This design comes from an exercise in tuning for small area and a short achievable clock period on the open sky130 flow, not from production work.
The RTL was checked by simulation tests, not by an equivalence proof against the original design.
Power is estimated from default activity; no workload was simulated.

### flow/run.sh
#!/bin/bash
# Standard ORFS layout (the standard.sh) with these changes to how it is made:
#  - synthesis skips the generic "abc -fast" pass inside yosys synth (SYNTH_ARGS=-noabc), so the
#    full adders written in the RTL reach extract_fa as written; the registers (names, count
#    and cell types) are the same as the standard synthesis gives;
#  - port buffers are buf_2 cells instead of the resizer's default pick (a delay cell);
#  - repair_timing aims for more setup slack than the 10 ns clock needs, so the layout is
#    pushed towards the shortest period it can reach. Constraints and period are unchanged.
set -euo pipefail
bash standard.sh \
  SYNTH_ARGS=-noabc \
  'BUFFER_PORTS_ARGS=-buffer_cell sky130_fd_sc_hd__buf_2' \
  SETUP_SLACK_MARGIN=7.3 \
  finish > orfs_make.log 2>&1
### config.mk
export PLATFORM = sky130hd
export DESIGN_NAME = out_layer_top
export DESIGN_NICKNAME = out_layer_top
export VERILOG_FILES = /design/flow/design.v
export SDC_FILE = /design/flow/constraint.sdc
export NUM_CORES = 4
export LEC_CHECK = 0
export CAP_MARGIN = 20
export CORE_MARGIN = 2
export CORE_UTILIZATION = 75
export CTS_CLUSTER_DIAMETER = 80
export CTS_CLUSTER_SIZE = 30
export PLACE_DENSITY = 0.85
export SLEW_MARGIN = 20
export TNS_END_PERCENT = 0
### standard.sh
#!/bin/bash
# synth_recipe.tcl (not shown) runs the flow's synth.tcl, then flattens the netlist and writes it again
# the make line also repeats each setting of config.mk as NAME=value (left out here)
make -C /OpenROAD-flow-scripts/flow DESIGN_CONFIG=/design/flow/config.mk WORK_HOME=/design/flow/orfs CLKGATE_MAP_FILE= SYNTH_SCRIPT=/design/flow/synth_recipe.tcl "${@:-finish}"
### design.v
package out_layer_pkg;
	localparam int FIX_WIDTH = 16;                         
	localparam int INT_BITS  = 5;                          
	localparam int FRAC_BITS = FIX_WIDTH - INT_BITS - 1;   
	localparam int DIFF_WIDTH = FIX_WIDTH + 1;   
	localparam int PROD_WIDTH = 2 * FIX_WIDTH;   
	typedef logic signed [FIX_WIDTH-1:0] fix_t;
	typedef logic signed [DIFF_WIDTH-1:0] diff_t;
	typedef logic signed [PROD_WIDTH-1:0] prod_t;
	localparam fix_t FIX_ONE = fix_t'(2 ** FRAC_BITS);
	localparam fix_t FIX_MAX = {1'b0, {(FIX_WIDTH-1){1'b1}}};   
	localparam fix_t FIX_MIN = {1'b1, {(FIX_WIDTH-1){1'b0}}};   
	localparam int NEURONS      = 16;  
	localparam int LANES        = 4;   
	localparam int LAYERS       = 3;   
	localparam int EXTRA_CLOCKS = 2;   
	localparam int CPC = NEURONS / LANES + EXTRA_CLOCKS;
	localparam int DEPTH = NEURONS / LANES;
	localparam int ANS_DELAY = CPC * (LAYERS - 1);
	localparam int COST_FN = 0;
	localparam int CYC_W  = (CPC > 1) ? $clog2(CPC) : 1;
	localparam int ADDR_W = (DEPTH > 1) ? $clog2(DEPTH) : 1;
	typedef logic [CYC_W-1:0]  cycle_idx_t;   
	typedef logic [ADDR_W-1:0] dmem_addr_t;   
	typedef fix_t [LANES-1:0] fix_lanes_t;
	typedef logic [LANES-1:0] ans_lanes_t;
	typedef struct packed {
		fix_lanes_t act;    
		fix_lanes_t adot;   
	} fwd_sample_t;
	typedef struct packed {
		logic       we;     
		logic       bank;   
		dmem_addr_t addr;
		fix_lanes_t data;
	} dmem_wr_t;
	typedef struct packed {
		logic       bank;
		dmem_addr_t addr;
	} dmem_rd_t;
	localparam int LANES_W = LANES * FIX_WIDTH;           
	localparam int FWD_W   = 2 * LANES_W;                 
	localparam int WR_W    = 2 + ADDR_W + LANES_W;        
	localparam int RD_W    = 1 + ADDR_W;                  
endpackage
`timescale 1ns/1ps
module ans_delay_line (
	input  logic                            clk,
	input  logic                            ok_i,    
	input  logic [out_layer_pkg::LANES-1:0] ans_i,
	output logic [out_layer_pkg::LANES-1:0] ans_o
);
	out_layer_pkg::ans_lanes_t stage_q [out_layer_pkg::ANS_DELAY];
	always_ff @(posedge clk) begin
		stage_q[0] <= ans_i;
		for (int i = 1; i < out_layer_pkg::ANS_DELAY - 1; i++) begin
			stage_q[i] <= stage_q[i-1];
		end
		stage_q[out_layer_pkg::ANS_DELAY-1] <= ok_i ? stage_q[out_layer_pkg::ANS_DELAY-2] : '0;
	end
	assign ans_o = stage_q[out_layer_pkg::ANS_DELAY-1];
endmodule
`timescale 1ns/1ps
module cost_unit (
	input  logic        clk,
	input  logic [15:0] act_i,    
	input  logic [15:0] adot_i,   
	input  logic        y_i,      
	output logic [15:0] del_o     
);
	logic [16:0] diff;
	logic [15:0] d_n;
	logic [16:0] a_ext;
	logic [7:0]  one_n, two_n, neg_n;
	assign diff = {act_i[15], act_i} - {6'd0, y_i, 10'd0};
	assign d_n  = (diff[16] != diff[15]) ? 16'h8000 : diff[15:0];
	assign a_ext = {adot_i, 1'b0};
	for (genvar i = 0; i < 8; i++) begin : g_enc
		logic b2, b1, b0;
		assign b2 = a_ext[2*i+2];
		assign b1 = a_ext[2*i+1];
		assign b0 = a_ext[2*i];
		assign one_n[i] = b1 ^ b0;
		assign two_n[i] = (b2 & ~b1 & ~b0) | (~b2 & b1 & b0);
		assign neg_n[i] = b2 & ~(b1 & b0);
	end
	logic [15:0] d_q;
	logic [7:0]  one_q, two_q, neg_q;
	logic        sgn1_q;   
	always_ff @(posedge clk) begin
		d_q   <= d_n;
		sgn1_q <= d_n[15] ^ adot_i[15];
		one_q <= one_n;
		two_q <= two_n;
		neg_q <= neg_n;
	end
	logic fc10, fc100, fc102, fc104, fc106, fc108, fc110, fc112, fc114, fc116, fc118, fc120, fc122, fc124, fc126, fc128, fc130, fc132, fc134, fc136, fc14, fc142, fc144, fc148, fc150, fc152, fc154, fc156, fc158, fc16, fc160, fc162, fc164, fc166, fc168, fc170, fc172, fc174, fc176, fc178, fc18, fc180, fc182, fc186, fc188, fc190, fc192, fc194, fc196, fc198, fc2, fc20, fc200, fc202, fc204, fc206, fc208, fc210, fc212, fc214, fc216, fc218, fc220, fc24, fc28, fc30, fc34, fc38, fc40, fc44, fc46, fc50, fc52, fc56, fc58, fc6, fc62, fc64, fc70, fc72, fc74, fc78, fc8, fc80, fc82, fc84, fc86, fc90, fc92, fc94, fc96, fc98, fs1, fs101, fs103, fs105, fs107, fs109, fs111, fs113, fs115, fs117, fs119, fs121, fs123, fs125, fs127, fs129, fs13, fs131, fs133, fs135, fs141, fs143, fs147, fs149, fs15, fs151, fs153, fs155, fs157, fs159, fs161, fs163, fs165, fs167, fs169, fs17, fs171, fs173, fs175, fs177, fs179, fs181, fs185, fs187, fs189, fs19, fs191, fs193, fs195, fs197, fs199, fs201, fs203, fs205, fs207, fs209, fs211, fs213, fs215, fs217, fs219, fs23, fs27, fs29, fs33, fs37, fs39, fs43, fs45, fs49, fs5, fs51, fs55, fs57, fs61, fs63, fs69, fs7, fs71, fs73, fs77, fs79, fs81, fs83, fs85, fs89, fs9, fs91, fs93, fs95, fs97, fs99, hc12, hc140, hc146, hc184, hc22, hc26, hc32, hc36, hc4, hc42, hc48, hc54, hc60, hc66, hc76, hc88, hs11, hs139, hs145, hs183, hs21, hs25, hs3, hs31, hs35, hs41, hs47, hs53, hs59, hs65, hs75, hs87, oc138, oc68, os137, os67, pp0_0, pp0_1, pp0_10, pp0_11, pp0_12, pp0_13, pp0_14, pp0_15, pp0_16, pp0_2, pp0_3, pp0_4, pp0_5, pp0_6, pp0_7, pp0_8, pp0_9, pp1_0, pp1_1, pp1_10, pp1_11, pp1_12, pp1_13, pp1_14, pp1_15, pp1_16, pp1_2, pp1_3, pp1_4, pp1_5, pp1_6, pp1_7, pp1_8, pp1_9, pp2_0, pp2_1, pp2_10, pp2_11, pp2_12, pp2_13, pp2_14, pp2_15, pp2_16, pp2_2, pp2_3, pp2_4, pp2_5, pp2_6, pp2_7, pp2_8, pp2_9, pp3_0, pp3_1, pp3_10, pp3_11, pp3_12, pp3_13, pp3_14, pp3_15, pp3_16, pp3_2, pp3_3, pp3_4, pp3_5, pp3_6, pp3_7, pp3_8, pp3_9, pp4_0, pp4_1, pp4_10, pp4_11, pp4_12, pp4_13, pp4_14, pp4_15, pp4_16, pp4_2, pp4_3, pp4_4, pp4_5, pp4_6, pp4_7, pp4_8, pp4_9, pp5_0, pp5_1, pp5_10, pp5_11, pp5_12, pp5_13, pp5_14, pp5_15, pp5_16, pp5_2, pp5_3, pp5_4, pp5_5, pp5_6, pp5_7, pp5_8, pp5_9, pp6_0, pp6_1, pp6_10, pp6_11, pp6_12, pp6_13, pp6_14, pp6_15, pp6_16, pp6_2, pp6_3, pp6_4, pp6_5, pp6_6, pp6_7, pp6_8, pp6_9, pp7_0, pp7_1, pp7_10, pp7_11, pp7_12, pp7_13, pp7_14, pp7_15, pp7_16, pp7_2, pp7_3, pp7_4, pp7_5, pp7_6, pp7_7, pp7_8, pp7_9;
	assign pp0_0 = ((one_q[0] & d_q[0]) | (two_q[0] & 1'b0)) ^ neg_q[0];
	assign pp0_1 = ((one_q[0] & d_q[1]) | (two_q[0] & d_q[0])) ^ neg_q[0];
	assign pp0_2 = ((one_q[0] & d_q[2]) | (two_q[0] & d_q[1])) ^ neg_q[0];
	assign pp0_3 = ((one_q[0] & d_q[3]) | (two_q[0] & d_q[2])) ^ neg_q[0];
	assign pp0_4 = ((one_q[0] & d_q[4]) | (two_q[0] & d_q[3])) ^ neg_q[0];
	assign pp0_5 = ((one_q[0] & d_q[5]) | (two_q[0] & d_q[4])) ^ neg_q[0];
	assign pp0_6 = ((one_q[0] & d_q[6]) | (two_q[0] & d_q[5])) ^ neg_q[0];
	assign pp0_7 = ((one_q[0] & d_q[7]) | (two_q[0] & d_q[6])) ^ neg_q[0];
	assign pp0_8 = ((one_q[0] & d_q[8]) | (two_q[0] & d_q[7])) ^ neg_q[0];
	assign pp0_9 = ((one_q[0] & d_q[9]) | (two_q[0] & d_q[8])) ^ neg_q[0];
	assign pp0_10 = ((one_q[0] & d_q[10]) | (two_q[0] & d_q[9])) ^ neg_q[0];
	assign pp0_11 = ((one_q[0] & d_q[11]) | (two_q[0] & d_q[10])) ^ neg_q[0];
	assign pp0_12 = ((one_q[0] & d_q[12]) | (two_q[0] & d_q[11])) ^ neg_q[0];
	assign pp0_13 = ((one_q[0] & d_q[13]) | (two_q[0] & d_q[12])) ^ neg_q[0];
	assign pp0_14 = ((one_q[0] & d_q[14]) | (two_q[0] & d_q[13])) ^ neg_q[0];
	assign pp0_15 = ((one_q[0] & d_q[15]) | (two_q[0] & d_q[14])) ^ neg_q[0];
	assign pp0_16 = ((one_q[0] & d_q[15]) | (two_q[0] & d_q[15])) ^ neg_q[0];
	assign pp1_0 = ((one_q[1] & d_q[0]) | (two_q[1] & 1'b0)) ^ neg_q[1];
	assign pp1_1 = ((one_q[1] & d_q[1]) | (two_q[1] & d_q[0])) ^ neg_q[1];
	assign pp1_2 = ((one_q[1] & d_q[2]) | (two_q[1] & d_q[1])) ^ neg_q[1];
	assign pp1_3 = ((one_q[1] & d_q[3]) | (two_q[1] & d_q[2])) ^ neg_q[1];
	assign pp1_4 = ((one_q[1] & d_q[4]) | (two_q[1] & d_q[3])) ^ neg_q[1];
	assign pp1_5 = ((one_q[1] & d_q[5]) | (two_q[1] & d_q[4])) ^ neg_q[1];
	assign pp1_6 = ((one_q[1] & d_q[6]) | (two_q[1] & d_q[5])) ^ neg_q[1];
	assign pp1_7 = ((one_q[1] & d_q[7]) | (two_q[1] & d_q[6])) ^ neg_q[1];
	assign pp1_8 = ((one_q[1] & d_q[8]) | (two_q[1] & d_q[7])) ^ neg_q[1];
	assign pp1_9 = ((one_q[1] & d_q[9]) | (two_q[1] & d_q[8])) ^ neg_q[1];
	assign pp1_10 = ((one_q[1] & d_q[10]) | (two_q[1] & d_q[9])) ^ neg_q[1];
	assign pp1_11 = ((one_q[1] & d_q[11]) | (two_q[1] & d_q[10])) ^ neg_q[1];
	assign pp1_12 = ((one_q[1] & d_q[12]) | (two_q[1] & d_q[11])) ^ neg_q[1];
	assign pp1_13 = ((one_q[1] & d_q[13]) | (two_q[1] & d_q[12])) ^ neg_q[1];
	assign pp1_14 = ((one_q[1] & d_q[14]) | (two_q[1] & d_q[13])) ^ neg_q[1];
	assign pp1_15 = ((one_q[1] & d_q[15]) | (two_q[1] & d_q[14])) ^ neg_q[1];
	assign pp1_16 = ((one_q[1] & d_q[15]) | (two_q[1] & d_q[15])) ^ neg_q[1];
	assign pp2_0 = ((one_q[2] & d_q[0]) | (two_q[2] & 1'b0)) ^ neg_q[2];
	assign pp2_1 = ((one_q[2] & d_q[1]) | (two_q[2] & d_q[0])) ^ neg_q[2];
	assign pp2_2 = ((one_q[2] & d_q[2]) | (two_q[2] & d_q[1])) ^ neg_q[2];
	assign pp2_3 = ((one_q[2] & d_q[3]) | (two_q[2] & d_q[2])) ^ neg_q[2];
	assign pp2_4 = ((one_q[2] & d_q[4]) | (two_q[2] & d_q[3])) ^ neg_q[2];
	assign pp2_5 = ((one_q[2] & d_q[5]) | (two_q[2] & d_q[4])) ^ neg_q[2];
	assign pp2_6 = ((one_q[2] & d_q[6]) | (two_q[2] & d_q[5])) ^ neg_q[2];
	assign pp2_7 = ((one_q[2] & d_q[7]) | (two_q[2] & d_q[6])) ^ neg_q[2];
	assign pp2_8 = ((one_q[2] & d_q[8]) | (two_q[2] & d_q[7])) ^ neg_q[2];
	assign pp2_9 = ((one_q[2] & d_q[9]) | (two_q[2] & d_q[8])) ^ neg_q[2];
	assign pp2_10 = ((one_q[2] & d_q[10]) | (two_q[2] & d_q[9])) ^ neg_q[2];
	assign pp2_11 = ((one_q[2] & d_q[11]) | (two_q[2] & d_q[10])) ^ neg_q[2];
	assign pp2_12 = ((one_q[2] & d_q[12]) | (two_q[2] & d_q[11])) ^ neg_q[2];
	assign pp2_13 = ((one_q[2] & d_q[13]) | (two_q[2] & d_q[12])) ^ neg_q[2];
	assign pp2_14 = ((one_q[2] & d_q[14]) | (two_q[2] & d_q[13])) ^ neg_q[2];
	assign pp2_15 = ((one_q[2] & d_q[15]) | (two_q[2] & d_q[14])) ^ neg_q[2];
	assign pp2_16 = ((one_q[2] & d_q[15]) | (two_q[2] & d_q[15])) ^ neg_q[2];
	assign pp3_0 = ((one_q[3] & d_q[0]) | (two_q[3] & 1'b0)) ^ neg_q[3];
	assign pp3_1 = ((one_q[3] & d_q[1]) | (two_q[3] & d_q[0])) ^ neg_q[3];
	assign pp3_2 = ((one_q[3] & d_q[2]) | (two_q[3] & d_q[1])) ^ neg_q[3];
	assign pp3_3 = ((one_q[3] & d_q[3]) | (two_q[3] & d_q[2])) ^ neg_q[3];
	assign pp3_4 = ((one_q[3] & d_q[4]) | (two_q[3] & d_q[3])) ^ neg_q[3];
	assign pp3_5 = ((one_q[3] & d_q[5]) | (two_q[3] & d_q[4])) ^ neg_q[3];
	assign pp3_6 = ((one_q[3] & d_q[6]) | (two_q[3] & d_q[5])) ^ neg_q[3];
	assign pp3_7 = ((one_q[3] & d_q[7]) | (two_q[3] & d_q[6])) ^ neg_q[3];
	assign pp3_8 = ((one_q[3] & d_q[8]) | (two_q[3] & d_q[7])) ^ neg_q[3];
	assign pp3_9 = ((one_q[3] & d_q[9]) | (two_q[3] & d_q[8])) ^ neg_q[3];
	assign pp3_10 = ((one_q[3] & d_q[10]) | (two_q[3] & d_q[9])) ^ neg_q[3];
	assign pp3_11 = ((one_q[3] & d_q[11]) | (two_q[3] & d_q[10])) ^ neg_q[3];
	assign pp3_12 = ((one_q[3] & d_q[12]) | (two_q[3] & d_q[11])) ^ neg_q[3];
	assign pp3_13 = ((one_q[3] & d_q[13]) | (two_q[3] & d_q[12])) ^ neg_q[3];
	assign pp3_14 = ((one_q[3] & d_q[14]) | (two_q[3] & d_q[13])) ^ neg_q[3];
	assign pp3_15 = ((one_q[3] & d_q[15]) | (two_q[3] & d_q[14])) ^ neg_q[3];
	assign pp3_16 = ((one_q[3] & d_q[15]) | (two_q[3] & d_q[15])) ^ neg_q[3];
	assign pp4_0 = ((one_q[4] & d_q[0]) | (two_q[4] & 1'b0)) ^ neg_q[4];
	assign pp4_1 = ((one_q[4] & d_q[1]) | (two_q[4] & d_q[0])) ^ neg_q[4];
	assign pp4_2 = ((one_q[4] & d_q[2]) | (two_q[4] & d_q[1])) ^ neg_q[4];
	assign pp4_3 = ((one_q[4] & d_q[3]) | (two_q[4] & d_q[2])) ^ neg_q[4];
	assign pp4_4 = ((one_q[4] & d_q[4]) | (two_q[4] & d_q[3])) ^ neg_q[4];
	assign pp4_5 = ((one_q[4] & d_q[5]) | (two_q[4] & d_q[4])) ^ neg_q[4];
	assign pp4_6 = ((one_q[4] & d_q[6]) | (two_q[4] & d_q[5])) ^ neg_q[4];
	assign pp4_7 = ((one_q[4] & d_q[7]) | (two_q[4] & d_q[6])) ^ neg_q[4];
	assign pp4_8 = ((one_q[4] & d_q[8]) | (two_q[4] & d_q[7])) ^ neg_q[4];
	assign pp4_9 = ((one_q[4] & d_q[9]) | (two_q[4] & d_q[8])) ^ neg_q[4];
	assign pp4_10 = ((one_q[4] & d_q[10]) | (two_q[4] & d_q[9])) ^ neg_q[4];
	assign pp4_11 = ((one_q[4] & d_q[11]) | (two_q[4] & d_q[10])) ^ neg_q[4];
	assign pp4_12 = ((one_q[4] & d_q[12]) | (two_q[4] & d_q[11])) ^ neg_q[4];
	assign pp4_13 = ((one_q[4] & d_q[13]) | (two_q[4] & d_q[12])) ^ neg_q[4];
	assign pp4_14 = ((one_q[4] & d_q[14]) | (two_q[4] & d_q[13])) ^ neg_q[4];
	assign pp4_15 = ((one_q[4] & d_q[15]) | (two_q[4] & d_q[14])) ^ neg_q[4];
	assign pp4_16 = ((one_q[4] & d_q[15]) | (two_q[4] & d_q[15])) ^ neg_q[4];
	assign pp5_0 = ((one_q[5] & d_q[0]) | (two_q[5] & 1'b0)) ^ neg_q[5];
	assign pp5_1 = ((one_q[5] & d_q[1]) | (two_q[5] & d_q[0])) ^ neg_q[5];
	assign pp5_2 = ((one_q[5] & d_q[2]) | (two_q[5] & d_q[1])) ^ neg_q[5];
	assign pp5_3 = ((one_q[5] & d_q[3]) | (two_q[5] & d_q[2])) ^ neg_q[5];
	assign pp5_4 = ((one_q[5] & d_q[4]) | (two_q[5] & d_q[3])) ^ neg_q[5];
	assign pp5_5 = ((one_q[5] & d_q[5]) | (two_q[5] & d_q[4])) ^ neg_q[5];
	assign pp5_6 = ((one_q[5] & d_q[6]) | (two_q[5] & d_q[5])) ^ neg_q[5];
	assign pp5_7 = ((one_q[5] & d_q[7]) | (two_q[5] & d_q[6])) ^ neg_q[5];
	assign pp5_8 = ((one_q[5] & d_q[8]) | (two_q[5] & d_q[7])) ^ neg_q[5];
	assign pp5_9 = ((one_q[5] & d_q[9]) | (two_q[5] & d_q[8])) ^ neg_q[5];
	assign pp5_10 = ((one_q[5] & d_q[10]) | (two_q[5] & d_q[9])) ^ neg_q[5];
	assign pp5_11 = ((one_q[5] & d_q[11]) | (two_q[5] & d_q[10])) ^ neg_q[5];
	assign pp5_12 = ((one_q[5] & d_q[12]) | (two_q[5] & d_q[11])) ^ neg_q[5];
	assign pp5_13 = ((one_q[5] & d_q[13]) | (two_q[5] & d_q[12])) ^ neg_q[5];
	assign pp5_14 = ((one_q[5] & d_q[14]) | (two_q[5] & d_q[13])) ^ neg_q[5];
	assign pp5_15 = ((one_q[5] & d_q[15]) | (two_q[5] & d_q[14])) ^ neg_q[5];
	assign pp5_16 = ((one_q[5] & d_q[15]) | (two_q[5] & d_q[15])) ^ neg_q[5];
	assign pp6_0 = ((one_q[6] & d_q[0]) | (two_q[6] & 1'b0)) ^ neg_q[6];
	assign pp6_1 = ((one_q[6] & d_q[1]) | (two_q[6] & d_q[0])) ^ neg_q[6];
	assign pp6_2 = ((one_q[6] & d_q[2]) | (two_q[6] & d_q[1])) ^ neg_q[6];
	assign pp6_3 = ((one_q[6] & d_q[3]) | (two_q[6] & d_q[2])) ^ neg_q[6];
	assign pp6_4 = ((one_q[6] & d_q[4]) | (two_q[6] & d_q[3])) ^ neg_q[6];
	assign pp6_5 = ((one_q[6] & d_q[5]) | (two_q[6] & d_q[4])) ^ neg_q[6];
	assign pp6_6 = ((one_q[6] & d_q[6]) | (two_q[6] & d_q[5])) ^ neg_q[6];
	assign pp6_7 = ((one_q[6] & d_q[7]) | (two_q[6] & d_q[6])) ^ neg_q[6];
	assign pp6_8 = ((one_q[6] & d_q[8]) | (two_q[6] & d_q[7])) ^ neg_q[6];
	assign pp6_9 = ((one_q[6] & d_q[9]) | (two_q[6] & d_q[8])) ^ neg_q[6];
	assign pp6_10 = ((one_q[6] & d_q[10]) | (two_q[6] & d_q[9])) ^ neg_q[6];
	assign pp6_11 = ((one_q[6] & d_q[11]) | (two_q[6] & d_q[10])) ^ neg_q[6];
	assign pp6_12 = ((one_q[6] & d_q[12]) | (two_q[6] & d_q[11])) ^ neg_q[6];
	assign pp6_13 = ((one_q[6] & d_q[13]) | (two_q[6] & d_q[12])) ^ neg_q[6];
	assign pp6_14 = ((one_q[6] & d_q[14]) | (two_q[6] & d_q[13])) ^ neg_q[6];
	assign pp6_15 = ((one_q[6] & d_q[15]) | (two_q[6] & d_q[14])) ^ neg_q[6];
	assign pp6_16 = ((one_q[6] & d_q[15]) | (two_q[6] & d_q[15])) ^ neg_q[6];
	assign pp7_0 = ((one_q[7] & d_q[0]) | (two_q[7] & 1'b0)) ^ neg_q[7];
	assign pp7_1 = ((one_q[7] & d_q[1]) | (two_q[7] & d_q[0])) ^ neg_q[7];
	assign pp7_2 = ((one_q[7] & d_q[2]) | (two_q[7] & d_q[1])) ^ neg_q[7];
	assign pp7_3 = ((one_q[7] & d_q[3]) | (two_q[7] & d_q[2])) ^ neg_q[7];
	assign pp7_4 = ((one_q[7] & d_q[4]) | (two_q[7] & d_q[3])) ^ neg_q[7];
	assign pp7_5 = ((one_q[7] & d_q[5]) | (two_q[7] & d_q[4])) ^ neg_q[7];
	assign pp7_6 = ((one_q[7] & d_q[6]) | (two_q[7] & d_q[5])) ^ neg_q[7];
	assign pp7_7 = ((one_q[7] & d_q[7]) | (two_q[7] & d_q[6])) ^ neg_q[7];
	assign pp7_8 = ((one_q[7] & d_q[8]) | (two_q[7] & d_q[7])) ^ neg_q[7];
	assign pp7_9 = ((one_q[7] & d_q[9]) | (two_q[7] & d_q[8])) ^ neg_q[7];
	assign pp7_10 = ((one_q[7] & d_q[10]) | (two_q[7] & d_q[9])) ^ neg_q[7];
	assign pp7_11 = ((one_q[7] & d_q[11]) | (two_q[7] & d_q[10])) ^ neg_q[7];
	assign pp7_12 = ((one_q[7] & d_q[12]) | (two_q[7] & d_q[11])) ^ neg_q[7];
	assign pp7_13 = ((one_q[7] & d_q[13]) | (two_q[7] & d_q[12])) ^ neg_q[7];
	assign pp7_14 = ((one_q[7] & d_q[14]) | (two_q[7] & d_q[13])) ^ neg_q[7];
	assign pp7_15 = ((one_q[7] & d_q[15]) | (two_q[7] & d_q[14])) ^ neg_q[7];
	assign pp7_16 = ((one_q[7] & d_q[15]) | (two_q[7] & d_q[15])) ^ neg_q[7];
	assign fs1 = pp0_2 ^ pp1_0 ^ neg_q[1];
	assign fc2 = (pp0_2 & pp1_0) | (pp0_2 & neg_q[1]) | (pp1_0 & neg_q[1]);
	assign hs3 = pp0_3 ^ pp1_1;
	assign hc4 = pp0_3 & pp1_1;
	assign fs5 = pp0_4 ^ pp1_2 ^ pp2_0;
	assign fc6 = (pp0_4 & pp1_2) | (pp0_4 & pp2_0) | (pp1_2 & pp2_0);
	assign fs7 = pp0_5 ^ pp1_3 ^ pp2_1;
	assign fc8 = (pp0_5 & pp1_3) | (pp0_5 & pp2_1) | (pp1_3 & pp2_1);
	assign fs9 = pp0_6 ^ pp1_4 ^ pp2_2;
	assign fc10 = (pp0_6 & pp1_4) | (pp0_6 & pp2_2) | (pp1_4 & pp2_2);
	assign hs11 = pp3_0 ^ neg_q[3];
	assign hc12 = pp3_0 & neg_q[3];
	assign fs13 = pp0_7 ^ pp1_5 ^ pp2_3;
	assign fc14 = (pp0_7 & pp1_5) | (pp0_7 & pp2_3) | (pp1_5 & pp2_3);
	assign fs15 = pp0_8 ^ pp1_6 ^ pp2_4;
	assign fc16 = (pp0_8 & pp1_6) | (pp0_8 & pp2_4) | (pp1_6 & pp2_4);
	assign fs17 = pp3_2 ^ pp4_0 ^ neg_q[4];
	assign fc18 = (pp3_2 & pp4_0) | (pp3_2 & neg_q[4]) | (pp4_0 & neg_q[4]);
	assign fs19 = pp0_9 ^ pp1_7 ^ pp2_5;
	assign fc20 = (pp0_9 & pp1_7) | (pp0_9 & pp2_5) | (pp1_7 & pp2_5);
	assign hs21 = pp3_3 ^ pp4_1;
	assign hc22 = pp3_3 & pp4_1;
	assign fs23 = pp0_10 ^ pp1_8 ^ pp2_6;
	assign fc24 = (pp0_10 & pp1_8) | (pp0_10 & pp2_6) | (pp1_8 & pp2_6);
	assign hs25 = pp3_4 ^ pp4_2;
	assign hc26 = pp3_4 & pp4_2;
	assign fs27 = pp0_11 ^ pp1_9 ^ pp2_7;
	assign fc28 = (pp0_11 & pp1_9) | (pp0_11 & pp2_7) | (pp1_9 & pp2_7);
	assign fs29 = pp0_12 ^ pp1_10 ^ pp2_8;
	assign fc30 = (pp0_12 & pp1_10) | (pp0_12 & pp2_8) | (pp1_10 & pp2_8);
	assign hs31 = pp3_6 ^ pp4_4;
	assign hc32 = pp3_6 & pp4_4;
	assign fs33 = pp0_13 ^ pp1_11 ^ pp2_9;
	assign fc34 = (pp0_13 & pp1_11) | (pp0_13 & pp2_9) | (pp1_11 & pp2_9);
	assign hs35 = pp3_7 ^ pp4_5;
	assign hc36 = pp3_7 & pp4_5;
	assign fs37 = pp0_14 ^ pp1_12 ^ pp2_10;
	assign fc38 = (pp0_14 & pp1_12) | (pp0_14 & pp2_10) | (pp1_12 & pp2_10);
	assign fs39 = pp3_8 ^ pp4_6 ^ pp5_4;
	assign fc40 = (pp3_8 & pp4_6) | (pp3_8 & pp5_4) | (pp4_6 & pp5_4);
	assign hs41 = pp6_2 ^ pp7_0;
	assign hc42 = pp6_2 & pp7_0;
	assign fs43 = pp0_15 ^ pp1_13 ^ pp2_11;
	assign fc44 = (pp0_15 & pp1_13) | (pp0_15 & pp2_11) | (pp1_13 & pp2_11);
	assign fs45 = pp3_9 ^ pp4_7 ^ pp5_5;
	assign fc46 = (pp3_9 & pp4_7) | (pp3_9 & pp5_5) | (pp4_7 & pp5_5);
	assign hs47 = pp6_3 ^ pp7_1;
	assign hc48 = pp6_3 & pp7_1;
	assign fs49 = pp0_16 ^ pp1_14 ^ pp2_12;
	assign fc50 = (pp0_16 & pp1_14) | (pp0_16 & pp2_12) | (pp1_14 & pp2_12);
	assign fs51 = pp3_10 ^ pp4_8 ^ pp5_6;
	assign fc52 = (pp3_10 & pp4_8) | (pp3_10 & pp5_6) | (pp4_8 & pp5_6);
	assign hs53 = pp6_4 ^ pp7_2;
	assign hc54 = pp6_4 & pp7_2;
	assign fs55 = pp0_16 ^ pp1_15 ^ pp2_13;
	assign fc56 = (pp0_16 & pp1_15) | (pp0_16 & pp2_13) | (pp1_15 & pp2_13);
	assign fs57 = pp3_11 ^ pp4_9 ^ pp5_7;
	assign fc58 = (pp3_11 & pp4_9) | (pp3_11 & pp5_7) | (pp4_9 & pp5_7);
	assign hs59 = pp6_5 ^ pp7_3;
	assign hc60 = pp6_5 & pp7_3;
	assign fs61 = ~pp0_16 ^ ~pp1_16 ^ pp2_14;
	assign fc62 = (~pp0_16 & ~pp1_16) | (~pp0_16 & pp2_14) | (~pp1_16 & pp2_14);
	assign fs63 = pp3_12 ^ pp4_10 ^ pp5_8;
	assign fc64 = (pp3_12 & pp4_10) | (pp3_12 & pp5_8) | (pp4_10 & pp5_8);
	assign hs65 = pp6_6 ^ pp7_4;
	assign hc66 = pp6_6 & pp7_4;
	assign os67 = ~(pp2_15 ^ pp3_13);
	assign oc68 = pp2_15 | pp3_13;
	assign fs69 = pp4_11 ^ pp5_9 ^ pp6_7;
	assign fc70 = (pp4_11 & pp5_9) | (pp4_11 & pp6_7) | (pp5_9 & pp6_7);
	assign fs71 = ~pp2_16 ^ pp3_14 ^ pp4_12;
	assign fc72 = (~pp2_16 & pp3_14) | (~pp2_16 & pp4_12) | (pp3_14 & pp4_12);
	assign fs73 = fs5 ^ neg_q[2] ^ hc4;
	assign fc74 = (fs5 & neg_q[2]) | (fs5 & hc4) | (neg_q[2] & hc4);
	assign hs75 = fs7 ^ fc6;
	assign hc76 = fs7 & fc6;
	assign fs77 = fs9 ^ hs11 ^ fc8;
	assign fc78 = (fs9 & hs11) | (fs9 & fc8) | (hs11 & fc8);
	assign fs79 = fs13 ^ pp3_1 ^ fc10;
	assign fc80 = (fs13 & pp3_1) | (fs13 & fc10) | (pp3_1 & fc10);
	assign fs81 = fs15 ^ fs17 ^ fc14;
	assign fc82 = (fs15 & fs17) | (fs15 & fc14) | (fs17 & fc14);
	assign fs83 = fs19 ^ hs21 ^ fc16;
	assign fc84 = (fs19 & hs21) | (fs19 & fc16) | (hs21 & fc16);
	assign fs85 = fs23 ^ hs25 ^ pp5_0;
	assign fc86 = (fs23 & hs25) | (fs23 & pp5_0) | (hs25 & pp5_0);
	assign hs87 = neg_q[5] ^ fc20;
	assign hc88 = neg_q[5] & fc20;
	assign fs89 = fs27 ^ pp3_5 ^ pp4_3;
	assign fc90 = (fs27 & pp3_5) | (fs27 & pp4_3) | (pp3_5 & pp4_3);
	assign fs91 = pp5_1 ^ fc24 ^ hc26;
	assign fc92 = (pp5_1 & fc24) | (pp5_1 & hc26) | (fc24 & hc26);
	assign fs93 = fs29 ^ hs31 ^ pp5_2;
	assign fc94 = (fs29 & hs31) | (fs29 & pp5_2) | (hs31 & pp5_2);
	assign fs95 = pp6_0 ^ neg_q[6] ^ fc28;
	assign fc96 = (pp6_0 & neg_q[6]) | (pp6_0 & fc28) | (neg_q[6] & fc28);
	assign fs97 = fs33 ^ hs35 ^ pp5_3;
	assign fc98 = (fs33 & hs35) | (fs33 & pp5_3) | (hs35 & pp5_3);
	assign fs99 = pp6_1 ^ fc30 ^ hc32;
	assign fc100 = (pp6_1 & fc30) | (pp6_1 & hc32) | (fc30 & hc32);
	assign fs101 = fs37 ^ fs39 ^ hs41;
	assign fc102 = (fs37 & fs39) | (fs37 & hs41) | (fs39 & hs41);
	assign fs103 = neg_q[7] ^ fc34 ^ hc36;
	assign fc104 = (neg_q[7] & fc34) | (neg_q[7] & hc36) | (fc34 & hc36);
	assign fs105 = fs43 ^ fs45 ^ hs47;
	assign fc106 = (fs43 & fs45) | (fs43 & hs47) | (fs45 & hs47);
	assign fs107 = fc38 ^ fc40 ^ hc42;
	assign fc108 = (fc38 & fc40) | (fc38 & hc42) | (fc40 & hc42);
	assign fs109 = fs49 ^ fs51 ^ hs53;
	assign fc110 = (fs49 & fs51) | (fs49 & hs53) | (fs51 & hs53);
	assign fs111 = fc44 ^ fc46 ^ hc48;
	assign fc112 = (fc44 & fc46) | (fc44 & hc48) | (fc46 & hc48);
	assign fs113 = fs55 ^ fs57 ^ hs59;
	assign fc114 = (fs55 & fs57) | (fs55 & hs59) | (fs57 & hs59);
	assign fs115 = fc50 ^ fc52 ^ hc54;
	assign fc116 = (fc50 & fc52) | (fc50 & hc54) | (fc52 & hc54);
	assign fs117 = fs61 ^ fs63 ^ hs65;
	assign fc118 = (fs61 & fs63) | (fs61 & hs65) | (fs63 & hs65);
	assign fs119 = fc56 ^ fc58 ^ hc60;
	assign fc120 = (fc56 & fc58) | (fc56 & hc60) | (fc58 & hc60);
	assign fs121 = os67 ^ fs69 ^ pp7_5;
	assign fc122 = (os67 & fs69) | (os67 & pp7_5) | (fs69 & pp7_5);
	assign fs123 = fc62 ^ fc64 ^ hc66;
	assign fc124 = (fc62 & fc64) | (fc62 & hc66) | (fc64 & hc66);
	assign fs125 = fs71 ^ pp5_10 ^ pp6_8;
	assign fc126 = (fs71 & pp5_10) | (fs71 & pp6_8) | (pp5_10 & pp6_8);
	assign fs127 = pp7_6 ^ oc68 ^ fc70;
	assign fc128 = (pp7_6 & oc68) | (pp7_6 & fc70) | (oc68 & fc70);
	assign fs129 = ~pp3_15 ^ pp4_13 ^ pp5_11;
	assign fc130 = (~pp3_15 & pp4_13) | (~pp3_15 & pp5_11) | (pp4_13 & pp5_11);
	assign fs131 = pp6_9 ^ pp7_7 ^ fc72;
	assign fc132 = (pp6_9 & pp7_7) | (pp6_9 & fc72) | (pp7_7 & fc72);
	assign fs133 = ~pp3_16 ^ pp4_14 ^ pp5_12;
	assign fc134 = (~pp3_16 & pp4_14) | (~pp3_16 & pp5_12) | (pp4_14 & pp5_12);
	assign fs135 = pp6_10 ^ pp7_8 ^ pp3_15;
	assign fc136 = (pp6_10 & pp7_8) | (pp6_10 & pp3_15) | (pp7_8 & pp3_15);
	assign os137 = ~(pp4_15 ^ pp5_13);
	assign oc138 = pp4_15 | pp5_13;
	assign hs139 = pp6_11 ^ pp7_9;
	assign hc140 = pp6_11 & pp7_9;
	assign fs141 = ~pp4_16 ^ pp5_14 ^ pp6_12;
	assign fc142 = (~pp4_16 & pp5_14) | (~pp4_16 & pp6_12) | (pp5_14 & pp6_12);
	assign fs143 = fs79 ^ hc12 ^ fc78;
	assign fc144 = (fs79 & hc12) | (fs79 & fc78) | (hc12 & fc78);
	assign hs145 = fs81 ^ fc80;
	assign hc146 = fs81 & fc80;
	assign fs147 = fs83 ^ fc18 ^ fc82;
	assign fc148 = (fs83 & fc18) | (fs83 & fc82) | (fc18 & fc82);
	assign fs149 = fs85 ^ hs87 ^ hc22;
	assign fc150 = (fs85 & hs87) | (fs85 & hc22) | (hs87 & hc22);
	assign fs151 = fs89 ^ fs91 ^ fc86;
	assign fc152 = (fs89 & fs91) | (fs89 & fc86) | (fs91 & fc86);
	assign fs153 = fs93 ^ fs95 ^ fc90;
	assign fc154 = (fs93 & fs95) | (fs93 & fc90) | (fs95 & fc90);
	assign fs155 = fs97 ^ fs99 ^ fc94;
	assign fc156 = (fs97 & fs99) | (fs97 & fc94) | (fs99 & fc94);
	assign fs157 = fs101 ^ fs103 ^ fc98;
	assign fc158 = (fs101 & fs103) | (fs101 & fc98) | (fs103 & fc98);
	assign fs159 = fs105 ^ fs107 ^ fc102;
	assign fc160 = (fs105 & fs107) | (fs105 & fc102) | (fs107 & fc102);
	assign fs161 = fs109 ^ fs111 ^ fc106;
	assign fc162 = (fs109 & fs111) | (fs109 & fc106) | (fs111 & fc106);
	assign fs163 = fs113 ^ fs115 ^ fc110;
	assign fc164 = (fs113 & fs115) | (fs113 & fc110) | (fs115 & fc110);
	assign fs165 = fs117 ^ fs119 ^ fc114;
	assign fc166 = (fs117 & fs119) | (fs117 & fc114) | (fs119 & fc114);
	assign fs167 = fs121 ^ fs123 ^ fc118;
	assign fc168 = (fs121 & fs123) | (fs121 & fc118) | (fs123 & fc118);
	assign fs169 = fs125 ^ fs127 ^ fc122;
	assign fc170 = (fs125 & fs127) | (fs125 & fc122) | (fs127 & fc122);
	assign fs171 = fs129 ^ fs131 ^ fc126;
	assign fc172 = (fs129 & fs131) | (fs129 & fc126) | (fs131 & fc126);
	assign fs173 = fs133 ^ fs135 ^ fc130;
	assign fc174 = (fs133 & fs135) | (fs133 & fc130) | (fs135 & fc130);
	assign fs175 = os137 ^ hs139 ^ fc134;
	assign fc176 = (os137 & hs139) | (os137 & fc134) | (hs139 & fc134);
	assign fs177 = fs141 ^ pp7_10 ^ oc138;
	assign fc178 = (fs141 & pp7_10) | (fs141 & oc138) | (pp7_10 & oc138);
	assign fs179 = ~pp5_15 ^ pp6_13 ^ pp7_11;
	assign fc180 = (~pp5_15 & pp6_13) | (~pp5_15 & pp7_11) | (pp6_13 & pp7_11);
	assign fs181 = ~pp5_16 ^ pp6_14 ^ pp7_12;
	assign fc182 = (~pp5_16 & pp6_14) | (~pp5_16 & pp7_12) | (pp6_14 & pp7_12);
	assign hs183 = fs149 ^ fc84;
	assign hc184 = fs149 & fc84;
	assign fs185 = fs151 ^ hc88 ^ fc150;
	assign fc186 = (fs151 & hc88) | (fs151 & fc150) | (hc88 & fc150);
	assign fs187 = fs153 ^ fc92 ^ fc152;
	assign fc188 = (fs153 & fc92) | (fs153 & fc152) | (fc92 & fc152);
	assign fs189 = fs155 ^ fc96 ^ fc154;
	assign fc190 = (fs155 & fc96) | (fs155 & fc154) | (fc96 & fc154);
	assign fs191 = fs157 ^ fc100 ^ fc156;
	assign fc192 = (fs157 & fc100) | (fs157 & fc156) | (fc100 & fc156);
	assign fs193 = fs159 ^ fc104 ^ fc158;
	assign fc194 = (fs159 & fc104) | (fs159 & fc158) | (fc104 & fc158);
	assign fs195 = fs161 ^ fc108 ^ fc160;
	assign fc196 = (fs161 & fc108) | (fs161 & fc160) | (fc108 & fc160);
	assign fs197 = fs163 ^ fc112 ^ fc162;
	assign fc198 = (fs163 & fc112) | (fs163 & fc162) | (fc112 & fc162);
	assign fs199 = fs165 ^ fc116 ^ fc164;
	assign fc200 = (fs165 & fc116) | (fs165 & fc164) | (fc116 & fc164);
	assign fs201 = fs167 ^ fc120 ^ fc166;
	assign fc202 = (fs167 & fc120) | (fs167 & fc166) | (fc120 & fc166);
	assign fs203 = fs169 ^ fc124 ^ fc168;
	assign fc204 = (fs169 & fc124) | (fs169 & fc168) | (fc124 & fc168);
	assign fs205 = fs171 ^ fc128 ^ fc170;
	assign fc206 = (fs171 & fc128) | (fs171 & fc170) | (fc128 & fc170);
	assign fs207 = fs173 ^ fc132 ^ fc172;
	assign fc208 = (fs173 & fc132) | (fs173 & fc172) | (fc132 & fc172);
	assign fs209 = fs175 ^ fc136 ^ fc174;
	assign fc210 = (fs175 & fc136) | (fs175 & fc174) | (fc136 & fc174);
	assign fs211 = fs177 ^ hc140 ^ fc176;
	assign fc212 = (fs177 & hc140) | (fs177 & fc176) | (hc140 & fc176);
	assign fs213 = fs179 ^ fc142 ^ fc178;
	assign fc214 = (fs179 & fc142) | (fs179 & fc178) | (fc142 & fc178);
	assign fs215 = fs181 ^ pp5_15 ^ fc180;
	assign fc216 = (fs181 & pp5_15) | (fs181 & fc180) | (pp5_15 & fc180);
	assign fs217 = ~pp6_15 ^ pp7_13 ^ fc182;
	assign fc218 = (~pp6_15 & pp7_13) | (~pp6_15 & fc182) | (pp7_13 & fc182);
	assign fs219 = ~pp6_16 ^ pp7_14 ^ pp6_15;
	assign fc220 = (~pp6_16 & pp7_14) | (~pp6_16 & pp6_15) | (pp7_14 & pp6_15);
	logic [31:0] row_a, row_b;
	assign row_a = {1'b1, ~pp7_16, ~pp7_15, fs219, fs217, fs215, fs213, fs211, fs209, fs207, fs205, fs203, fs201, fs199, fs197, fs195, fs193, fs191, fs189, fs187, fs185, hs183, fs147, hs145, fs143, fs77, hs75, fs73, hs3, fs1, pp0_1, pp0_0};
	assign row_b = {1'b0, pp7_15, fc220, fc218, fc216, fc214, fc212, fc210, fc208, fc206, fc204, fc202, fc200, fc198, fc196, fc194, fc192, fc190, fc188, fc186, hc184, fc148, hc146, fc144, 1'b0, hc76, fc74, 1'b0, fc2, 1'b0, 1'b0, neg_q[0]};
	logic [10:0] lo_sum;
	assign lo_sum = {1'b0, row_a[9:0]} + {1'b0, row_b[9:0]};
	logic [15:0] hi_a_q, hi_b_q;
	logic        cin_q;
	always_ff @(posedge clk) begin
		hi_a_q <= row_a[25:10];
		hi_b_q <= row_b[25:10];
		cin_q  <= lo_sum[10];
	end
	logic [5:0] tt_p, tt_g, tt_k;
	assign tt_p = row_a[31:26] ^ row_b[31:26];
	assign tt_g = row_a[31:26] & row_b[31:26];
	assign tt_k = row_a[31:26] | row_b[31:26];
	logic tt_z, tt_m1, tt_m2;
	assign tt_z  = ~tt_p[0] & (tt_p[5:1] == tt_k[4:0]);
	assign tt_m1 = &tt_p;
	assign tt_m2 = ~tt_p[0] & (tt_p[5:1] == ~tt_g[4:0]);
	logic z_q, m1_q, m2_q, sgn2_q;
	always_ff @(posedge clk) begin
		z_q    <= tt_z;
		m1_q   <= tt_m1;
		m2_q   <= tt_m2;
		sgn2_q <= sgn1_q;
	end
	logic [15:0] g, p;
	assign g = hi_a_q & hi_b_q;
	assign p = hi_a_q ^ hi_b_q;
	logic [16:0] c;
	logic sg0_1, sp0_1;
	assign sg0_1 = g[1] | (p[1] & g[0]);
	assign sp0_1 = p[1] & p[0];
	logic sg0_3, sp0_3;
	assign sg0_3 = g[3] | (p[3] & g[2]);
	assign sp0_3 = p[3] & p[2];
	logic sg0_5, sp0_5;
	assign sg0_5 = g[5] | (p[5] & g[4]);
	assign sp0_5 = p[5] & p[4];
	logic sg0_7, sp0_7;
	assign sg0_7 = g[7] | (p[7] & g[6]);
	assign sp0_7 = p[7] & p[6];
	logic sg0_9, sp0_9;
	assign sg0_9 = g[9] | (p[9] & g[8]);
	assign sp0_9 = p[9] & p[8];
	logic sg0_11, sp0_11;
	assign sg0_11 = g[11] | (p[11] & g[10]);
	assign sp0_11 = p[11] & p[10];
	logic sg0_13, sp0_13;
	assign sg0_13 = g[13] | (p[13] & g[12]);
	assign sp0_13 = p[13] & p[12];
	logic sg0_15, sp0_15;
	assign sg0_15 = g[15] | (p[15] & g[14]);
	assign sp0_15 = p[15] & p[14];
	logic sg1_2, sp1_2;
	assign sg1_2 = g[2] | (p[2] & sg0_1);
	assign sp1_2 = p[2] & sp0_1;
	logic sg1_3, sp1_3;
	assign sg1_3 = sg0_3 | (sp0_3 & sg0_1);
	assign sp1_3 = sp0_3 & sp0_1;
	logic sg1_6, sp1_6;
	assign sg1_6 = g[6] | (p[6] & sg0_5);
	assign sp1_6 = p[6] & sp0_5;
	logic sg1_7, sp1_7;
	assign sg1_7 = sg0_7 | (sp0_7 & sg0_5);
	assign sp1_7 = sp0_7 & sp0_5;
	logic sg1_10, sp1_10;
	assign sg1_10 = g[10] | (p[10] & sg0_9);
	assign sp1_10 = p[10] & sp0_9;
	logic sg1_11, sp1_11;
	assign sg1_11 = sg0_11 | (sp0_11 & sg0_9);
	assign sp1_11 = sp0_11 & sp0_9;
	logic sg1_14, sp1_14;
	assign sg1_14 = g[14] | (p[14] & sg0_13);
	assign sp1_14 = p[14] & sp0_13;
	logic sg1_15, sp1_15;
	assign sg1_15 = sg0_15 | (sp0_15 & sg0_13);
	assign sp1_15 = sp0_15 & sp0_13;
	logic sg2_4, sp2_4;
	assign sg2_4 = g[4] | (p[4] & sg1_3);
	assign sp2_4 = p[4] & sp1_3;
	logic sg2_5, sp2_5;
	assign sg2_5 = sg0_5 | (sp0_5 & sg1_3);
	assign sp2_5 = sp0_5 & sp1_3;
	logic sg2_6, sp2_6;
	assign sg2_6 = sg1_6 | (sp1_6 & sg1_3);
	assign sp2_6 = sp1_6 & sp1_3;
	logic sg2_7, sp2_7;
	assign sg2_7 = sg1_7 | (sp1_7 & sg1_3);
	assign sp2_7 = sp1_7 & sp1_3;
	logic sg2_12, sp2_12;
	assign sg2_12 = g[12] | (p[12] & sg1_11);
	assign sp2_12 = p[12] & sp1_11;
	logic sg2_13, sp2_13;
	assign sg2_13 = sg0_13 | (sp0_13 & sg1_11);
	assign sp2_13 = sp0_13 & sp1_11;
	logic sg2_14, sp2_14;
	assign sg2_14 = sg1_14 | (sp1_14 & sg1_11);
	assign sp2_14 = sp1_14 & sp1_11;
	logic sg2_15, sp2_15;
	assign sg2_15 = sg1_15 | (sp1_15 & sg1_11);
	assign sp2_15 = sp1_15 & sp1_11;
	logic sg3_8, sp3_8;
	assign sg3_8 = g[8] | (p[8] & sg2_7);
	assign sp3_8 = p[8] & sp2_7;
	logic sg3_9, sp3_9;
	assign sg3_9 = sg0_9 | (sp0_9 & sg2_7);
	assign sp3_9 = sp0_9 & sp2_7;
	logic sg3_10, sp3_10;
	assign sg3_10 = sg1_10 | (sp1_10 & sg2_7);
	assign sp3_10 = sp1_10 & sp2_7;
	logic sg3_11, sp3_11;
	assign sg3_11 = sg1_11 | (sp1_11 & sg2_7);
	assign sp3_11 = sp1_11 & sp2_7;
	logic sg3_12, sp3_12;
	assign sg3_12 = sg2_12 | (sp2_12 & sg2_7);
	assign sp3_12 = sp2_12 & sp2_7;
	logic sg3_13, sp3_13;
	assign sg3_13 = sg2_13 | (sp2_13 & sg2_7);
	assign sp3_13 = sp2_13 & sp2_7;
	logic sg3_14, sp3_14;
	assign sg3_14 = sg2_14 | (sp2_14 & sg2_7);
	assign sp3_14 = sp2_14 & sp2_7;
	logic sg3_15, sp3_15;
	assign sg3_15 = sg2_15 | (sp2_15 & sg2_7);
	assign sp3_15 = sp2_15 & sp2_7;
	assign c[0] = cin_q;
	assign c[1] = g[0] | (p[0] & cin_q);
	assign c[2] = sg0_1 | (sp0_1 & cin_q);
	assign c[3] = sg1_2 | (sp1_2 & cin_q);
	assign c[4] = sg1_3 | (sp1_3 & cin_q);
	assign c[5] = sg2_4 | (sp2_4 & cin_q);
	assign c[6] = sg2_5 | (sp2_5 & cin_q);
	assign c[7] = sg2_6 | (sp2_6 & cin_q);
	assign c[8] = sg2_7 | (sp2_7 & cin_q);
	assign c[9] = sg3_8 | (sp3_8 & cin_q);
	assign c[10] = sg3_9 | (sp3_9 & cin_q);
	assign c[11] = sg3_10 | (sp3_10 & cin_q);
	assign c[12] = sg3_11 | (sp3_11 & cin_q);
	assign c[13] = sg3_12 | (sp3_12 & cin_q);
	assign c[14] = sg3_13 | (sp3_13 & cin_q);
	assign c[15] = sg3_14 | (sp3_14 & cin_q);
	assign c[16] = sg3_15 | (sp3_15 & cin_q);
	logic eqt, vt;   
	assign eqt = c[16] ? (m1_q | m2_q) : (z_q | m1_q);
	assign vt  = c[16] ? m2_q : m1_q;
	logic ovf;
	assign ovf = ~(eqt & ((p[15:15] ^ c[15:15]) == {1{vt}}));
	logic [15:0] q;
	assign q = p[15:0] ^ c[15:0];
	always_ff @(posedge clk) begin
		del_o <= ovf ? {sgn2_q, {15{~sgn2_q}}} : q;
	end
endmodule
`timescale 1ns/1ps
module delta_bank_ctrl (
	input  logic                      clk,
	input  logic                      rst_n_i,
	input  out_layer_pkg::cycle_idx_t cycle_index_i,
	output logic                      blk_ok_o,   
	output logic                      ans_ok_o    
);
	logic blk1_q;   
	logic blk2_q;   
	logic last;     
	assign last = (cycle_index_i == out_layer_pkg::cycle_idx_t'(out_layer_pkg::CPC - 1));
	always_ff @(posedge clk) begin
		if (!rst_n_i) begin
			blk1_q <= 1'b0;
			blk2_q <= 1'b0;
		end else begin
			blk1_q <= blk1_q | last;
			blk2_q <= blk2_q | (blk1_q & last);
		end
	end
	assign blk_ok_o = blk1_q;
	assign ans_ok_o = rst_n_i & (blk2_q | (blk1_q & last));
endmodule
`timescale 1ns/1ps
module delta_mem_bank (
	input  logic                              clk,
	input  logic                              ok_i,    
	input  logic [out_layer_pkg::LANES_W-1:0] del_i,   
	output logic [out_layer_pkg::LANES_W-1:0] del_o    
);
	out_layer_pkg::fix_lanes_t stage_q [3];
	out_layer_pkg::fix_lanes_t out_q;
	always_ff @(posedge clk) begin
		stage_q[0] <= del_i;
		stage_q[1] <= stage_q[0];
		stage_q[2] <= stage_q[1];
		out_q      <= ok_i ? stage_q[2] : '0;
	end
	assign del_o = out_q;
endmodule
`timescale 1ns/1ps
module out_layer_top (
	input  logic                                  clk,
	input  logic                                  rst_n_i,
	input  logic [out_layer_pkg::CYC_W-1:0]       cycle_index_i,   
	input  logic                                  cycle_clk_i,     
	input  logic [2*out_layer_pkg::LANES*out_layer_pkg::FIX_WIDTH-1:0] fwd_i,  
	input  logic [out_layer_pkg::LANES-1:0]       ans_i,           
	output logic [out_layer_pkg::LANES*out_layer_pkg::FIX_WIDTH-1:0] del_o,  
	output logic [out_layer_pkg::LANES-1:0]       ans_o            
);
	localparam int FW = out_layer_pkg::FIX_WIDTH;
	localparam int LW = out_layer_pkg::LANES_W;
	logic                              blk_ok;     
	logic                              ans_ok;     
	logic [out_layer_pkg::LANES-1:0]   ans_dly;    
	logic [LW-1:0]                     del_calc;   
	delta_bank_ctrl i_delta_bank_ctrl (
		.clk           (clk),
		.rst_n_i       (rst_n_i),
		.cycle_index_i (cycle_index_i),
		.blk_ok_o      (blk_ok),
		.ans_ok_o      (ans_ok)
	);
	ans_delay_line i_ans_delay_line (
		.clk     (clk),
		.ok_i    (ans_ok),
		.ans_i   (ans_i),
		.ans_o   (ans_dly)
	);
	assign ans_o = ans_dly;
	for (genvar l = 0; l < out_layer_pkg::LANES; l++) begin : g_lane
		cost_unit i_cost_unit (
			.clk    (clk),
			.act_i  (fwd_i[LW + l*FW +: FW]),
			.adot_i (fwd_i[l*FW +: FW]),
			.y_i    (ans_dly[l]),
			.del_o  (del_calc[l*FW +: FW])
		);
	end
	delta_mem_bank i_delta_mem_bank (
		.clk     (clk),
		.ok_i    (blk_ok),
		.del_i   (del_calc),
		.del_o   (del_o)
	);
endmodule
### constraint.sdc
create_clock -name core_clock -period 10.0 [get_ports {clk}]
set_input_delay 2.0000 -clock core_clock [delete_from_list [all_inputs] [get_ports {clk}]]
set_output_delay 2.0000 -clock core_clock [all_outputs]
set_load 0.01 [all_outputs]
==> reports/metrics.csv, run 1 <==
stage,metric,value,unit
status,outcome,timing/DRC/antenna clean,
detailed_routing,drc,0,
pwr,combPwrFrac,51.7,%
logic_synthesis,synth_top_area_cell,dfxtp_1,
floorplanning,ios,206,
timing,fin_tns_setup,0,ns
detailed_routing,vias_per_cell,6.28,
timing,fmax,317,MHz
detailed_routing,wl_per_cell,20.2,um
detailed_routing,drt_wl_total,87500,um
logic_synthesis,synth_warnings,6,
worst_setup_path,endpoint_kind,primary output,
final_layout,utilization,82.1,%
logic_synthesis,synth_seq_cells,682,
timing,skew,0.0257,ns
worst_setup_path,critPathBufInv,1,
timing,fin_hold_ws,0.315,ns
clock_network,cts_tree,done,
pwr,power,11.7,mW
pwr,clockPowerShare,12.8,%
pwr,switching_power,4.57,mW
detailed_routing,postRouteAntennaNets,0,
global_route,grt_max_degree,67,
detailed_routing,drt_iter0_drc,2904,
detailed_routing,vias,27169,
place,dp_hpwl,60000,um
floorplanning,dieArea,0.0544,sq mm
clock_network,cts_buffers,31,
timing,worstMarginPinSlew,0.617,ns
pwr,p_leak,17.8,nW
timing,drv_slew,0,
logic_synthesis,synth_flop_cell,dfxtp_1,
worst_setup_path,slowest_delay,0.41,ns
pwr,power.internal,7.15,mW
clock_network,cts.clk_slew.worst_paths,0.11,ns
pwr,p_seq_share,35.4,%
place,routabilityCongestion,0.937,
place,place_inst,4184,
logic_synthesis,synth.top_cell.area_share,34.7,%
timing,min_period,3.16,ns
final_layout,nets,4388,
clock_network,insertion_delay,0.65,ns
logic_synthesis,synth_async_sr_flop_share,0,%
floorplanning,initial_core_util,75.4,%
floorplanning,core_area,0.0522,sq mm
clock_network,clkSinkCount,682,
logic_synthesis,avgSynthCellArea,10.9,sq um
detailed_routing,dr.pass1.iters,7,
clock_network,htree_num_levels,1,
floorplanning,rows,84,
final_layout,drive_gt1_share,16.4,%
place,port_buffers,204,
final_layout,layoutNonFillerInstCount,4325,
job,maxCapViolCount,0,
worst_setup_path,cp.required,8.00,ns
timing,setup_viol_count_final,0,
global_route,overflow,0,
floorplanning,die_h,233,um
worst_setup_path,cp_top_family,flip-flops,
worst_hold_path,hold_class,flop to flop,
clock_network,hold_buffers,0,
timing,fin_crit_sh,31.6,%
clock_network,clk_path_buf_depth,3,
pwr,p_per_area,273,mW/mm^2
timing,hold_viol_final,0,
global_route,antenna_found_initial,1,
final_layout,n_antenna_cell,0,
floorplanning,die_width,233,um
global_route,grt_use_total,31.3,%
worst_setup_path,arrival,1.16,ns
logic_synthesis,synth_area,0.0394,sq mm
worst_setup_path,path_max_fanout,2,
logic_synthesis,seq_area_frac_synth,34.7,%
worst_setup_path,path_class,flop to primary output,
logic_synthesis,synthTopCellsByArea,"dfxtp_1 (35%), fa_1 (19%), xnor2_1 (11%)",
timing,rsz0062_at_grt,true,
global_route,grt_pass1_wl,139000,um
global_route,first_global_vias,28301,
pwr,p_sw_share,39.0,%
worst_setup_path,critPathLaunchType,flop,
logic_synthesis,synth.most_common_cell,dfxtp_1,
worst_setup_path,critPathSlowestCell,dfxtp_4,
logic_synthesis,syn_inst,3599,
clock_network,root_buffer,clkbuf_16,
worst_setup_path,path_cells,buf_6,
logic_synthesis,synth_commonest_cells,"dfxtp_1 (682), a22oi_1 (482), xnor2_1 (473)",
logic_synthesis,syn-num-nets,4361,
pwr,ir_drop,0.190,mV
logic_synthesis,synth-edff-count,0,
logic_synthesis,synth.distinct_cells,64,
timing,slew_headroom,58.8,%
final_layout,syn_to_final_growth,8.80,%
-- power by group through the flow --
stage	Clock, mW	Sequential, mW	Combinational (mW)
after detailed placement	0	4.25	5.88
after floorplan	0	3.92	4.70
final	1.50	4.15	6.06
after CTS	1.53	4.19	5.94
after global routing	1.62	4.24	6.93
after global placement	0	4.21	5.48
-- worst paths after layout --
check                                                startpoint                               to  slack, ns  cells past startpoint
worst max register to register   g_lane[1].i_cost_unit.two_q[0]  g_lane[1].i_cost_unit.hi_a_q[8]       6.87                      8
worst min-delay path            i_delta_mem_bank.stage_q[1][37]  i_delta_mem_bank.stage_q[2][37]       0.32                      0
worst min register to register  i_delta_mem_bank.stage_q[1][37]  i_delta_mem_bank.stage_q[2][37]       0.32                      0
worst max-delay path            i_ans_delay_line.stage_q[11][1]                         ans_o[1]       6.84                      1
-- area by class of cell --
class | instances | area (sq um)
multi-input cells | 2448 | 24200
flip-flops and latches | 682 | 14200
fillers | 2970 | 9370
repair buffers | 304 | 1910
well taps | 688 | 861
clock buffers | 31 | 776
inverters | 159 | 647
clock inverters | 13 | 221
-- cell usage in the layout, fill, tap and decap left out, types with 5 or more instances in the layout --
| cell | netlist | final |
|---|---|---|
| nor2_1 | 75 | 71 |
| xnor2_2 | 1 | 5 |
| a211oi_1 | 8 | 5 |
| nand2_1 | 92 | 91 |
| ha_4 | 0 | 8 |
| nor3_1 | 6 | 6 |
| nand2b_1 | 45 | 41 |
| ha_1 | 252 | 244 |
| nand3b_1 | 25 | 25 |
| a22oi_2 | 1 | 16 |
| a21oi_1 | 56 | 56 |
| a21o_1 | 43 | 43 |
| xnor2_1 | 473 | 469 |
| o21bai_1 | 7 | 7 |
| a31oi_1 | 7 | 7 |
| fa_1 | 372 | 371 |
| buf_6 | 6 | 6 |
| and2_1 | 114 | 114 |
| xor2_1 | 139 | 139 |
| dfxtp_4 | 0 | 142 |
| inv_12 | 0 | 5 |
| nand3_1 | 21 | 20 |
| clkbuf_16 | 0 | 31 |
| and3_1 | 7 | 7 |
| o2111ai_1 | 5 | 5 |
| buf_4 | 4 | 89 |
| inv_1 | 159 | 155 |
| a22oi_1 | 482 | 467 |
| buf_12 | 0 | 8 |
| dfxtp_1 | 682 | 506 |
| mux2i_1 | 18 | 18 |
| o21ai_0 | 91 | 84 |
| nor4_1 | 5 | 5 |
| o21ai_1 | 3 | 10 |
| buf_2 | 1 | 199 |
| dfxtp_2 | 0 | 34 |
| nor2b_1 | 36 | 36 |
-- cells by family (layout without fill, tap and decap cells) --
logic type,count (synthesis),count (layout),share of synthesized area [%]
adders and majority gates,624,624,26.9
xor gates and xnor gates,613,613,13.6
muxes,20,20,0.514
buffers and inverters,469,507,4.62
and+or+nand+nor,446,446,6.13
DFF,682,682,34.7
AOI/OAI and AO/OA,745,745,13.5
-- per-layer routing --
layer | GRT usage, % | share of wire [%]
met1 | 38.5 | 38
met2 | 54.7 | 50
met3 | 4.60 | 7.6
met4 | 14.2 | 4.2
met5 | 0 | 0
-- repair_timing --
action                                  CTS  global route
pin swaps                                 0             5
buffers inserted                         11            86
hold endpoints to repair                  0             0
resized for setup                       212           131
endpoints found under the setup margin  312           313
-- stage by stage --
stage | worst slack, ns | instance area, sq um
6_report | 6.84 | 42900
5_1_grt | 6.74 | 42900
4_1_cts | 6.82 | 41800
3_5_place_dp | 6.35 | 40300
3_3_place_gp | 6.44 | 40300
2_1_floorplan | 6.99 | 40400
-- state kept, by name, indices dropped and copies added, names as in the netlist, 48 cells and up --
register,count
g_lane.i_cost_unit.d_q,64
g_lane.i_cost_unit.hi_a_q,64
g_lane.i_cost_unit.hi_b_q,64
g_lane.i_cost_unit.del_o,64
i_delta_mem_bank.out_q,64
i_ans_delay_line.stage_q,48
i_delta_mem_bank.stage_q,192
==> inputs of run 2 (changes only) <==
--- a/flow/run.sh
+++ b/flow/run.sh
@@ -12,3 +12,3 @@
   'BUFFER_PORTS_ARGS=-buffer_cell sky130_fd_sc_hd__buf_2' \
-  SETUP_SLACK_MARGIN=7.3 \
+  SETUP_SLACK_MARGIN=6.9 \
   finish > orfs_make.log 2>&1
==> reports/metrics.csv, run 2 <==
stage,metric,value,unit,change
status,outcome,timing/DRC/antenna clean,,
timing,skew,0.0190,ns,-0.00662 ns
logic_synthesis,synth_top_area_cell,dfxtp_1,,
detailed_routing,vias,26295,,-3.2%
clock_network,cts_buffers,31,,unchanged
pwr,clockPowerShare,12.7,%,about the same
worst_setup_path,slowest_delay,0.43,ns,+0.02 ns
place,routabilityCongestion,0.927,,-1.0%
worst_setup_path,cp.required,8.00,ns,about the same
detailed_routing,drt_iter0_drc,2561,,-12%
timing,fin_ws,6.77,ns,-0.0699 ns
clock_network,clkSinkCount,682,,unchanged
timing,fin_tns_setup,0,ns,unchanged
logic_synthesis,synth_simple_gate_area_share,6.13,%,unchanged
logic_synthesis,synth_area,0.0394,sq mm,unchanged
global_route,first_global_vias,27453,,-3.0%
floorplanning,dieArea,0.0544,sq mm,unchanged
global_route,overflow,0,,unchanged
clock_network,hold_buffers,0,,unchanged
worst_setup_path,reg2reg_slack,6.78,ns,-0.09 ns
logic_synthesis,seq_area_frac_synth,34.7,%,unchanged
timing,slew_headroom,58.1,%,-0.75 points
logic_synthesis,synthMuxAreaShare,0.514,%,unchanged
timing,fin_crit_sh,32.3,%,+0.70 points
final_layout,largest_reg_flops,192,,unchanged
pwr,p_seq_share,36.1,%,+0.7 points
final_layout,drive_gt1_share,12.9,%,-3.5 points
worst_setup_path,arrival,1.23,ns,+0.07 ns
place,port_buffers,204,,unchanged
logic_synthesis,synth_top_family_by_area,adder cells,,
timing,rsz0062_at_grt,true,,
place,dp_hpwl,58900,um,-1.8%
logic_synthesis,synthTopCellsByArea,"dfxtp_1 (35%), fa_1 (19%), xnor2_1 (11%)",,
worst_setup_path,cp_top_family,flip-flops,,
worst_setup_path,endpoint_kind,primary output,,
floorplanning,initial_core_util,75.4,%,unchanged
logic_synthesis,synth_seq_cells,682,,unchanged
final_layout,mostFrequentLayoutCells,"dfxtp_1 (521), a22oi_1 (482), xnor2_1 (469), fa_1 (372), ha_1 (252)",,
global_route,grt_max_degree,66,,-1.5%
logic_synthesis,synth_async_sr_flop_share,0,%,unchanged
pwr,combPwrFrac,51.2,%,-0.5 points
floorplanning,core_area,0.0522,sq mm,unchanged
final_layout,syn_to_final_growth,5.54,%,
logic_synthesis,synth_commonest_cells,"dfxtp_1 (682), a22oi_1 (482), xnor2_1 (473)",,
logic_synthesis,synthAdderAreaFrac,26.9,%,unchanged
pwr,switching_power,4.53,mW,-0.93%
clock_network,root_buffer,clkbuf_16,,
worst_setup_path,critPathBufInv,1,,unchanged
logic_synthesis,synth_warnings,6,,unchanged
final_layout,nets,4305,,-1.9%
timing,setup_viol_count_final,0,,unchanged
floorplanning,die_width,233,um,unchanged
floorplanning,rows,84,,unchanged
logic_synthesis,synth_flop_cell,dfxtp_1,,
clock_network,htree_num_levels,1,,unchanged
logic_synthesis,synth.distinct_cells,64,,unchanged
floorplanning,die_h,233,um,unchanged
timing,drv_slew,0,,unchanged
pwr,ir_drop,0.208,mV,+9.5%
logic_synthesis,syn-num-nets,4361,,unchanged
timing,min_period,3.23,ns,+0.0699 ns
detailed_routing,vias_per_cell,6.20,,-1.3%
pwr,p_per_area,279,mW/mm^2,+1.9%
timing,fmax,310,MHz,-2.2%
clock_network,cts.clk_slew.worst_paths,0.10,ns,about the same
place,post-place-ws,6.39,ns,+0.0405 ns
logic_synthesis,syn_inst,3599,,unchanged
detailed_routing,drt_wl_total,83000,um,-5.2%
worst_setup_path,path_max_fanout,2,,unchanged
detailed_routing,dr.pass1.iters,6,,-1
worst_setup_path,path_cells,buf_2,,
run 2: cell counts after synthesis:
Identical to the previous run, type by type.
run 2: metrics by stage:
stage                     utilization [%]  cell area (sq um)  hold slack [ns]  cells  total power, mW
after global routing                 79.6              41600            0.331   4243             12.7
after CTS                            79.0              41300            0.328   4230             11.6
after global placement               76.7              40100            0.310   4185             9.72
final                                79.6              41600            0.324   4243             11.6
after floorplan                         -              39500            0.310   3599             8.59
after detailed placement             76.7              40100            0.312   4185             10.1
run 2: layout make-up:
| cell class | count | area (sq um) |
|---|---|---|
| multi-input cells | 2448 | 24000 |
| clock inverters | 14 | 205 |
| well taps | 688 | 861 |
| inverters | 159 | 597 |
| fillers | 3220 | 10700 |
| flip-flops and latches | 682 | 14000 |
| clock buffers | 31 | 776 |
| repair buffers | 221 | 1150 |
run 2: path summary, 6_finish.rpt:
check	start	to	cells past startpoint
setup / recovery	i_ans_delay_line.stage_q[11][3]	ans_o[3]	1
hold / removal	i_delta_mem_bank.stage_q[0][46]	i_delta_mem_bank.stage_q[1][46]	0
setup reg to reg	g_lane[0].i_cost_unit.d_q[8]	g_lane[0].i_cost_unit.hi_a_q[9]	8
hold reg to reg	i_delta_mem_bank.stage_q[0][46]	i_delta_mem_bank.stage_q[1][46]	0
run 2: repair_timing:
| action | in CTS | in global routing |
|---|---|---|
| endpoints found under the setup margin | 206 | 219 |
| gates cloned | 0 | 0 |
| setup buffers | 0 | 13 |
| resized for setup | 153 | 80 |
| pin swaps | 1 | 5 |
run 2: kinds of logic after synthesis:
logic type,after synthesis
fa+ha+maj,624
flops,682
simple gates,446
mux,20
buf+inv,469
compound gates,745
xor+xnor,613
run 2: power by group through the flow:
stage                     logic [mW]  registers, mW  clock network (mW)
after floorplan                 4.67           3.92                   0
after global placement          5.52           4.20                   0
after detailed placement        5.89           4.24                   0
after CTS                       5.94           4.19                1.51
after global routing            6.81           4.27                1.60
final                           5.93           4.18                1.48
run 2: metal layers:
metal	up-vias	wire (um)	global-route usage [%]
li1	11898	-	-
met1	12848	32200	38.3
met2	1280	41400	52.5
met3	269	6260	4.35
met4	0	3160	13.4
met5	-	0	0

==> port drivers added, routing unchanged <==
The flow's constraints put no driver on any port. The routed layouts listed below were extracted and timed again, unchanged, in two steps.
Step 1: set_driving_cell puts a clkbuf_16 on clk and a buf_2 on each other input, an assumption about the parent block.
Step 2 also shifts input and output timing later by t, the mid clock arrival at the registers, as if the neighbouring blocks saw the same clock.
a / b / c = no drivers / after step 1 / after step 2; a / b = the first two.
run	t, ns	slack for setup (ns)	worst hold slack (ns)	worst slew at a driven data input, ns
run 1	0.693	6.843 / 6.780 / 6.367	0.315 / 0.315 / 0.315	0.06
run 2	0.688	6.774 / 6.713 / 6.428	0.324 / 0.324 / 0.324	0.07
After both steps every run listed still meets setup and hold. For run 1, which loses most, drivers alone change the setup slack by -0.063 ns; drivers and shift together by -0.476 ns.
